Background: an optimization exercise with open tools, aiming at a short achievable clock period and few clock cycles. Do not read the settings as production practice.
Only simulation tests tie the RTL to the original design; equivalence was not proved.
No activity file was given, so power comes from the tool's default toggle rates.

== ember ==
Design MipsCore, start of the top module:
module MipsCore (
    input  logic        clk,
    input  logic        arstN,
    input  logic [31:0] instr,
    input  logic [31:0] dmemRData,
    output logic [31:0] pc,
    output logic [31:0] dmemAddr,
    output logic [31:0] dmemWData,
    output logic [3:0]  dmemByteEn,
    output logic        dmemWe,
    output logic        dmemRe
);
For scale: about 3,000 flip-flops, roughly 0.15 mm^2 of cells after synthesis.
clock: 22.0 ns
lec_check: 0
abc_clock_period_in_ps: 5000
cap_margin: 30
cell_pad_in_sites_detail_placement: 1
cell_pad_in_sites_global_placement: 2
core_margin: 2
core_utilization: 55
cts_cluster_diameter: 80
cts_cluster_size: 30
setup_slack_margin: 5
slew_margin: 30
standard.sh (not shown) runs the stock make flow with config.mk's settings and CLKGATE_MAP_FILE= SYNTH_SCRIPT=/design/flow/synth_recipe.tcl, a recipe that flattens the netlist after the stock synthesis.
==> flow/flow/run.sh <==
#!/bin/bash
# Standard synthesis, then the standard layout steps with a larger setup
# margin for ORFS's timing repair, so it optimises toward a ~6 ns period.
# The SDC (clock period, IO delays) is the standard flow's, unchanged.
set -uo pipefail
MARGIN=${MARGIN:-16}
bash standard.sh synth > synth.log 2>&1 || { tail -50 synth.log; exit 1; }
bash standard.sh finish SETUP_SLACK_MARGIN=$MARGIN > layout.log 2>&1 || { tail -50 layout.log; exit 1; }
ember had finished all stages when the layout checks came back failing, citing max-capacitance violations, max-slew violations.
Testbench counts of ember, summed over its fixed seeds: cycles 185,432.
What raven does differently from ember at the input level:
Settings: CTS_CLUSTER_DIAMETER: 80 -> unset; CTS_CLUSTER_SIZE: 30 -> unset.
### Flow results
FAIL: ember; every other run in raven and ember is clean. Although ember finished all stages, its layout failed final checks on max-capacitance violations, max-slew violations. Relative to ember, the met1 wire length of raven is higher by 2.1%. When raven is measured against ember, its global-route usage turns out 2.6 points higher. raven vs ember, category of the most critical setup path: input port to register vs register to primary output. On raven: power consumed by the clock network is 63% higher than what ember gave. When raven is set beside ember, its combinational gate power turns out to be about 2% larger. Taking ember as the reference, in raven relative area of non-clock buffer cells in the final design essentially unchanged, final worst setup slack decreased 0.15 ns, wire length increased 40,000 um, clock power share increased 9.3 points. raven vs ember: final period utilization up. Looking at data required time at the worst endpoint across raven and ember, the one that comes out lower is ember.


rev 12:
MipsCore, a different RTL version from the one above (not shown whole).
Size: about 3,500 flip-flops, roughly 170 I/O pins.
clock: 22.0 ns
lec_check: 0
abc_clock_period_in_ps: 5000
cap_margin: 30
cell_pad_in_sites_detail_placement: 1
cell_pad_in_sites_global_placement: 2
core_margin: 2
core_utilization: 55
setup_slack_margin: 5
slew_margin: 30
==> flow/flow/run.sh <==
#!/bin/bash
# Standard synthesis, then the standard layout steps with:
#  - a larger setup margin for ORFS's timing repair, so it optimises toward
#    a ~6 ns period (the SDC - clock period, IO delays - is the standard flow's, unchanged);
#  - the IO port buffers made as buf_4 cells instead of the delay cell
#    buffer_ports picks by default (every port still gets its buffer);


set -uo pipefail
MARGIN=${MARGIN:-16}
bash standard.sh synth > synth.log 2>&1 || { tail -50 synth.log; exit 1; }
bash standard.sh finish SETUP_SLACK_MARGIN=$MARGIN MATCH_CELL_FOOTPRINT=${MCF:-1} \
  "BUFFER_PORTS_ARGS=-buffer_cell sky130_fd_sc_hd__buf_4" > layout.log 2>&1 || { tail -50 layout.log; exit 1; }
The flow did not stop early for rev 12: all stages ran, and the layout cleared the timing, DRC and antenna checks.
Testbench counts of rev 12, summed over its fixed seeds: cycles 179,595.
#### Input delta (rev 13 over rev 12)
diff --git a/flow/flow/run.sh b/flow/flow/run.sh
--- a/flow/flow/run.sh
+++ b/flow/flow/run.sh
@@ -5,9 +5,9 @@
 #  - the IO port buffers made as buf_4 cells instead of the delay cell
 #    buffer_ports picks by default (every port still gets its buffer);
-
-
+#  - repair allowed to resize cells to other footprints of the same function
+#    (MATCH_CELL_FOOTPRINT=0), e.g. a flip-flop to a stronger drive.
 set -uo pipefail
 MARGIN=${MARGIN:-16}
 bash standard.sh synth > synth.log 2>&1 || { tail -50 synth.log; exit 1; }
-bash standard.sh finish SETUP_SLACK_MARGIN=$MARGIN MATCH_CELL_FOOTPRINT=${MCF:-1} \
+bash standard.sh finish SETUP_SLACK_MARGIN=$MARGIN MATCH_CELL_FOOTPRINT=${MCF:-0} \
   "BUFFER_PORTS_ARGS=-buffer_cell sky130_fd_sc_hd__buf_4" > layout.log 2>&1 || { tail -50 layout.log; exit 1; }
Findings:
Rev 13 vs rev 12: final cell count up
Of rev 13 and rev 12, rev 13 shows the higher detailed-route wire length on metal 1, with rev 12 below it.
Rev 13 reached the end of the flow, and the finished layout is clean on the timing, DRC and antenna checks.
Rev 13: power higher than rev 12
Summary of rev 13 over rev 12: wire length of the first global-routing pass rose by 3.0%; number of antenna violations at the first check in global routing now larger; final design instance area without fill rose about 0.5%.
Going from rev 12 to rev 13, the cell depth of the worst setup path was found to have gone down by 2.
Rev 12 ended up with pcOut[25]$_SDFF_PN0_ as its destination of the critical timing path; rev 13 ended up with pht[72][0]$_SDFFCE_PN0P_.
Highest-delay cell along the critical path: sky130_fd_sc_hd__nor3_1 -> rev 13, sky130_fd_sc_hd__nor4_2 -> rev 12
Rev 13 ends up with a filler cell count that is 114 lower than in rev 12.

afterwards: timing with drivers on the ports:
The flow's constraints put no driver on any port. The routed layouts listed below were extracted and timed again, unchanged, in two steps. Step 1, drivers: a clkbuf_16 drives clk and a buf_2 each remaining input, both assumed. Step 2 adds t to the input delays and takes it off the output delays; t is the mean of the earliest and latest rising clock arrival at the registers after step 1. Input paths then give back, and output paths get back, about the clock's delay inside the block. Three values: ideal, step 1, step 2; two values: the first two.
run | shift t [ns] | slack for setup (ns) | hold slack, ns | cell pins on the clock port's net
ember | 1.012 | 15.983 / 15.877 / 15.146 | 0.312 / 0.312 / 0.312 | 1
raven | 1.038 | 15.837 / 15.830 / 14.869 | 0.332 / 0.332 / 0.332 | 1
rev 12 | 1.111 | 15.920 / 15.874 / 15.259 | 0.298 / 0.298 / 0.298 | 1
rev 13 | 1.104 | 15.601 / 15.601 / 15.299 | 0.278 / 0.278 / 0.278 | 1
For raven, which loses most, drivers alone change the setup slack by -0.007 ns; drivers and shift together by -0.968 ns.
